Source: an optimization exercise on an open RTL-to-GDS flow (aim: small area and a short achievable clock period). Production flows keep margins and buffers that such runs may drop. The RTL was checked by simulation tests, not by an equivalence proof against the original design. Power is estimated from default activity; no workload was simulated.

== rev 12 ==
// cpu
module cpu (
  input  logic          clk,
  input  logic          reset,
  output logic [15:0]   bAddr,
  input  logic [15:0]   bMemRead,
  output logic [15:0]   aAddr,
  input  logic [15:0]   aMemRead,
  output logic [15:0]   ifPc,
  output logic [15:0]   ifIr,
  output logic [15:0]   exCalResult,
  output logic [1:0]    exMemControl,
  output logic [3:0]    meRegisterT,
  output logic          meWriteEnable,
  output logic [15:0]   meCalResult,
  output logic          tFlag,
  output logic [175:0]  registerValue
);
Size in the first run: about 310 I/O pins, roughly 15000 um^2 of cells after synthesis.
==> module adder16, before the edit <==
module adder16 (
  input  logic [15:0] a,
  input  logic [15:0] b,
  input  logic        cin,
  output logic [15:0] sum,
  output logic        c15,
  output logic [15:0] andAB,
  output logic [15:0] xorAB
);
  logic [15:0] g, p, gp;
  assign andAB = a & b;
  assign xorAB = a ^ b;
  always_comb begin
    g = andAB;
    p = xorAB;
    g[0] = g[0] | (p[0] & cin);
    gp = p;
    for (int l = 0; l < 4; l++) begin
      for (int i = 15; i >= 0; i--) begin
        if (((i >> l) & 1) == 1) begin
          g[i]  = g[i] | (gp[i] & g[((i >> l) << l) - 1]);
          gp[i] = gp[i] & gp[((i >> l) << l) - 1];
        end
      end
    end
  end
  assign sum = p ^ {g[14:0], cin};
  assign c15 = g[14];
endmodule
==> module cpu, before the edit <==
module cpu (
  input  logic          clk,
  input  logic          reset,
  output logic [15:0]   bAddr,
  input  logic [15:0]   bMemRead,
  output logic [15:0]   aAddr,
  input  logic [15:0]   aMemRead,
  output logic [15:0]   ifPc,
  output logic [15:0]   ifIr,
  output logic [15:0]   exCalResult,
  output logic [1:0]    exMemControl,
  output logic [3:0]    meRegisterT,
  output logic          meWriteEnable,
  output logic [15:0]   meCalResult,
  output logic          tFlag,
  output logic [175:0]  registerValue
);
  logic [15:0] pc;
  logic [15:0] idIr;
  logic        inDelaySlot;
  logic [3:0]  exRegisterT;
  logic        exWriteEnable;
  logic        exLoad;
  logic [15:0] regs [11];
  logic [15:0] opS, opM;
  logic        sFromEx, sFromMe, mFromEx, mFromMe;
  logic [3:0] op;
  assign op = idIr[15:12];
  logic isAdd, isSub, isAnd, isOr, isXor, isMovi, isAddi, isCmpEq, isCmpGt, isLoad;
  logic isBt, isBf, isJr;
  assign isAdd   = op == 4'd1;
  assign isSub   = op == 4'd2;
  assign isAnd   = op == 4'd3;
  assign isOr    = op == 4'd4;
  assign isXor   = op == 4'd5;
  assign isMovi  = op == 4'd6;
  assign isAddi  = op == 4'd7;
  assign isCmpEq = op == 4'd8;
  assign isCmpGt = op == 4'd9;
  assign isLoad  = op == 4'd10;
  assign isBt    = op == 4'd11;
  assign isBf    = op == 4'd12;
  assign isJr    = op == 4'd13;
  logic decWriteEnable;
  assign decWriteEnable = (op >= 4'd1 && op <= 4'd7) || isLoad;
  logic [15:0] rs, rm;
  assign rs = sFromEx ? exCalResult : (sFromMe ? meCalResult : opS);
  assign rm = mFromEx ? exCalResult : (mFromMe ? meCalResult : opM);
  logic        invert, carryIn;
  logic [15:0] bOp, p, g, sum;
  logic        c15;
  assign bOp    = rm ^ {16{invert}};
  adder16 aluAdder (.a(rs), .b(bOp), .cin(carryIn), .sum(sum), .c15(c15), .andAB(g), .xorAB(p));
  logic gt, eq;
  assign gt = (!rs[15] && rm[15]) || ((!rs[15] || rm[15]) && c15);
  assign eq = p == 16'd0;
  logic [15:0] result;
  logic selSum, selG, selP, selRm;
  assign selSum = isAdd || isAddi || isSub;
  assign selG   = isAnd || isOr;
  assign selP   = isXor || isOr;
  assign selRm  = !(selSum || selG || selP);
  assign result = ({16{selSum}} & sum) | ({16{selG}} & g) | ({16{selP}} & p) | ({16{selRm}} & rm);
  logic tNext;
  assign tNext = isCmpGt ? gt : eq;
  logic [7:0] immA;
  always_comb begin
    if (isMovi)      immA = idIr[7:0];
    else if (isAddi) immA = {{4{idIr[3]}}, idIr[3:0]};
    else if (isLoad) immA = {4'b0, idIr[3:0]};
    else             immA = 8'd0;
  end
  logic [15:0] addrNext;
  addS8 addrAdder (.a(rs), .b(immA), .y(addrNext));
  logic jumpRel, jumpReg;
  assign jumpRel = !inDelaySlot && ((isBt && tFlag) || (isBf && !tFlag));
  assign jumpReg = !inDelaySlot && isJr;
  logic [15:0] pcAdd;
  addS8 pcAdder (.a(pc), .b(jumpRel ? idIr[7:0] : 8'd1), .y(pcAdd));
  logic [15:0] nxtIr;
  assign nxtIr = {reset ? 8'd0 : bMemRead[15:8], bMemRead[7:0]};
  logic [3:0] nS, nM;
  logic       nImm;
  assign nS   = bMemRead[7:4];
  assign nM   = bMemRead[3:0];
  assign nImm = nxtIr[15:13] == 3'b011;   
  logic [15:0] readS, readM, immM;
  logic [10:0] hitReg;
  logic        sHit, mHit;
  always_comb begin
    readS = 16'd0;
    readM = 16'd0;
    sHit  = 1'b0;
    mHit  = 1'b0;
    for (int i = 0; i < 11; i++) begin
      hitReg[i] = meWriteEnable && meRegisterT == 4'(i);
      readS = readS | ({16{nS == 4'(i) && !hitReg[i]}} & regs[i]);
      readM = readM | ({16{nM == 4'(i) && !hitReg[i]}} & regs[i]);
      sHit  = sHit | (nS == 4'(i) && hitReg[i]);
      mHit  = mHit | (nM == 4'(i) && hitReg[i]);
    end
    readS = readS | ({16{sHit}} & meCalResult);
    readM = readM | ({16{mHit}} & meCalResult);
  end
  assign immM = nxtIr[12] ? {{12{nxtIr[3]}}, nxtIr[3:0]} : {{8{nxtIr[7]}}, nxtIr[7:0]};
  always_ff @(posedge clk) begin
    if (reset) begin
      pc            <= 16'd0;
      exWriteEnable <= 1'b0;
      meWriteEnable <= 1'b0;
      tFlag         <= 1'b0;
      meCalResult   <= 16'd0;
    end else begin
      pc            <= jumpReg ? rs : pcAdd;
      exWriteEnable <= decWriteEnable;
      meWriteEnable <= exWriteEnable;
      if (isCmpEq || isCmpGt) tFlag <= tNext;
      meCalResult   <= exLoad ? aMemRead : exCalResult;
    end
    idIr        <= nxtIr;
    invert      <= nxtIr[15:12] == 4'd2 || nxtIr[15:12] == 4'd9;
    carryIn     <= nxtIr[15:12] == 4'd2;
    inDelaySlot <= jumpRel || jumpReg;
    exLoad      <= isLoad;
    opS         <= readS;
    opM         <= nImm ? immM : readM;
    sFromEx     <= nS < 4'd11 && decWriteEnable && idIr[11:8] == nS;
    sFromMe     <= nS < 4'd11 && exWriteEnable && exRegisterT == nS;
    mFromEx     <= !nImm && nM < 4'd11 && decWriteEnable && idIr[11:8] == nM;
    mFromMe     <= !nImm && nM < 4'd11 && exWriteEnable && exRegisterT == nM;
    exCalResult <= result;
    exRegisterT <= idIr[11:8];
    aAddr       <= addrNext;
    meRegisterT <= exRegisterT;
  end
  logic [15:0] writeValue;
  assign writeValue = reset ? 16'd0 : meCalResult;
  always_ff @(posedge clk) begin
    for (int i = 0; i < 11; i++) begin
      if (reset || (meWriteEnable && meRegisterT == 4'(i))) regs[i] <= writeValue;
    end
  end
  always_comb begin
    for (int i = 0; i < 11; i++) registerValue[16*i +: 16] = regs[i];
  end
  assign bAddr        = pc;
  assign ifPc         = pc;
  assign ifIr         = bMemRead;
  assign exMemControl = {1'b0, exLoad};
endmodule
Settings: LEC_CHECK=0, CAP_MARGIN=20, CORE_MARGIN=2, CORE_UTILIZATION=40, SETUP_SLACK_MARGIN=3.0, SLEW_MARGIN=20; clock period 6.0 ns.
standard.sh (not shown) runs the stock make flow with config.mk's settings and CLKGATE_MAP_FILE= SYNTH_SCRIPT=/design/flow/synth_recipe.tcl, a recipe that flattens the netlist after the stock synthesis.
==> flow/flow/run.sh <==
#!/bin/bash
# The standard layout, with these changes:
#  - synthesis: flow/my_synth.tcl (abc scripts flow/map.abc for the adder
#    modules, flow/top.abc for the rest; no full/half adder cells);
#  - ports are buffered with the smallest buffer instead of a delay cell;
#  - after global placement, flow/split_feedthrough.tcl gives the fetch
#    logic behind each bMemRead input buffer a buffer of its own;
#  - clock tree synthesis without dummy loads, with clkbuf_4 only.
# Everything else (floorplan, tap cells, power grid, placement, CTS,
# routing) is the standard flow's own flow, run through standard.sh.
set -euo pipefail
here=$(pwd)
bash standard.sh ADDER_MAP_FILE= SYNTH_SCRIPT="$here/flow/my_synth.tcl" \
  "BUFFER_PORTS_ARGS=-buffer_cell sky130_fd_sc_hd__buf_1" \
  "POST_GLOBAL_PLACE_TCL=$here/flow/split_feedthrough.tcl" \
  "CTS_ARGS=-sink_clustering_enable -repair_clock_nets -dont_use_dummy_load -sink_clustering_size 20 -buf_list sky130_fd_sc_hd__clkbuf_4" \
  finish > "$here/standard_flow.log" 2>&1
Other scripts of this flow, unchanged in this note and not shown: flow/flow/map.abc, flow/flow/my_synth.tcl, flow/flow/split_feedthrough.tcl, flow/flow/top.abc
The following lists how rev 13 was set up differently from rev 12:
diff --git a/flow/design.v b/flow/design.v
--- a/flow/design.v
+++ b/flow/design.v
@@ -31,10 +31,18 @@
   input  logic [15:0] b,
   input  logic        cin,
-  output logic [15:0] sum,
-  output logic        c15,
+  input  logic        selSum,
+  input  logic [15:0] other,
+  input  logic        rmSign,
+  input  logic        cmpGt,
+  input  logic        tWrite,
+  input  logic        tNow,
+  input  logic        reset,
+  output logic [15:0] result,
+  output logic        tNext,
   output logic [15:0] andAB,
   output logic [15:0] xorAB
 );
-  logic [15:0] g, p, gp;
+  logic [15:0] g, p, gp, sum;
+  logic        eq, tIfCarry, tIfNoCarry;
   assign andAB = a & b;
   assign xorAB = a ^ b;
@@ -53,6 +61,13 @@
     end
   end
-  assign sum = p ^ {g[14:0], cin};
-  assign c15 = g[14];
+  assign sum    = p ^ {g[14:0], cin};
+  assign result = selSum ? sum : other;
+  assign eq         = xorAB == 16'd0;
+  logic cmpIfCarry, cmpIfNoCarry;
+  assign cmpIfCarry   = (cmpGt & (!a[15] | rmSign)) | (!cmpGt & eq);
+  assign cmpIfNoCarry = (cmpGt & (!a[15] & rmSign)) | (!cmpGt & eq);
+  assign tIfCarry     = !reset & ((tWrite & cmpIfCarry) | (!tWrite & tNow));
+  assign tIfNoCarry   = !reset & ((tWrite & cmpIfNoCarry) | (!tWrite & tNow));
+  assign tNext        = (g[14] & tIfCarry) | (!g[14] & tIfNoCarry);
 endmodule
 module addS8 (
@@ -141,20 +156,16 @@
   assign rm = mFromEx ? exCalResult : (mFromMe ? meCalResult : opM);
   logic        invert, carryIn;
-  logic [15:0] bOp, p, g, sum;
-  logic        c15;
-  assign bOp    = rm ^ {16{invert}};
-  adder16 aluAdder (.a(rs), .b(bOp), .cin(carryIn), .sum(sum), .c15(c15), .andAB(g), .xorAB(p));
-  logic gt, eq;
-  assign gt = (!rs[15] && rm[15]) || ((!rs[15] || rm[15]) && c15);
-  assign eq = p == 16'd0;
-  logic [15:0] result;
-  logic selSum, selG, selP, selRm;
+  logic [15:0] bOp, p, g, other, result;
+  logic        selSum, selG, selP, selRm, tNext;
+  assign bOp = rm ^ {16{invert}};
   assign selSum = isAdd || isAddi || isSub;
   assign selG   = isAnd || isOr;
   assign selP   = isXor || isOr;
   assign selRm  = !(selSum || selG || selP);
-  assign result = ({16{selSum}} & sum) | ({16{selG}} & g) | ({16{selP}} & p) | ({16{selRm}} & rm);
-  logic tNext;
-  assign tNext = isCmpGt ? gt : eq;
+  assign other  = ({16{selG}} & g) | ({16{selP}} & p) | ({16{selRm}} & rm);
+  adder16 aluAdder (.a(rs), .b(bOp), .cin(carryIn), .selSum(selSum), .other(other),
+                    .rmSign(rm[15]), .cmpGt(isCmpGt), .tWrite(isCmpEq || isCmpGt), .tNow(tFlag),
+                    .reset(reset), .result(result), .tNext(tNext),
+                    .andAB(g), .xorAB(p));
   logic [7:0] immA;
   always_comb begin
@@ -202,5 +213,4 @@
       exWriteEnable <= 1'b0;
       meWriteEnable <= 1'b0;
-      tFlag         <= 1'b0;
       meCalResult   <= 16'd0;
     end else begin
@@ -208,8 +218,8 @@
       exWriteEnable <= decWriteEnable;
       meWriteEnable <= exWriteEnable;
-      if (isCmpEq || isCmpGt) tFlag <= tNext;
       meCalResult   <= exLoad ? aMemRead : exCalResult;
     end
     idIr        <= nxtIr;
+    tFlag       <= tNext;
     invert      <= nxtIr[15:12] == 4'd2 || nxtIr[15:12] == 4'd9;
     carryIn     <= nxtIr[15:12] == 4'd2;
## What came out
Power of the clock network essentially unchanged between rev 12 and rev 13.
Run comparison: rev 12 critical path class in2reg; rev 13 critical path class in2out
Between rev 13 and rev 12, the maximum number of buffers from clock root to sink figures differ only marginally.
Against rev 12, rev 13 comes in 5.8% higher on first-pass GRT wire length.
Xor and xnor area share after synthesis in rev 13 is 0.49 points above rev 12.
Rev 13 against rev 12: die area has increased; final total power has remained practically unchanged; post-route standard cell area excluding fillers has decreased.
Looking at detailed-routed wire length on met2 across rev 12 and rev 13, the one that comes out higher is rev 13.
Via count: lower on rev 12
The setup slack number comes out higher for rev 13 vs rev 12.
Synthesized instance count: rev 13 > rev 12

-- static timing again, ports no longer ideal --
How much do the figures lean on ideal ports? The routed layouts below were timed once more, with nothing changed but the port constraints. Step 1: set_driving_cell puts a clkbuf_16 on clk and a buf_2 on each other input, an assumption about the parent block. Step 2, shift: input delay + t, output delay - t, t = (earliest + latest rising clock arrival at the registers) / 2. This alone moves slack from input paths to output paths. a / b / c = ideal / step 1 / step 2; a / b = the first two.
run | t, ns | setup slack, ns | hold WS [ns] | worst setup path at the end | latest minus earliest clock arrival (ns)
rev 12 | 0.790 | 2.968 / 2.979 / 2.202 | 0.394 / 0.394 / 0.394 | input to register | 0.080 / 0.079
rev 13 | 0.793 | 3.106 / 3.084 / 2.388 | 0.393 / 0.393 / 0.393 | input to register | 0.110 / 0.111
After both steps every run listed still meets setup and hold. For rev 12, which loses most, drivers alone change the setup slack by +0.011 ns; drivers and shift together by -0.766 ns.
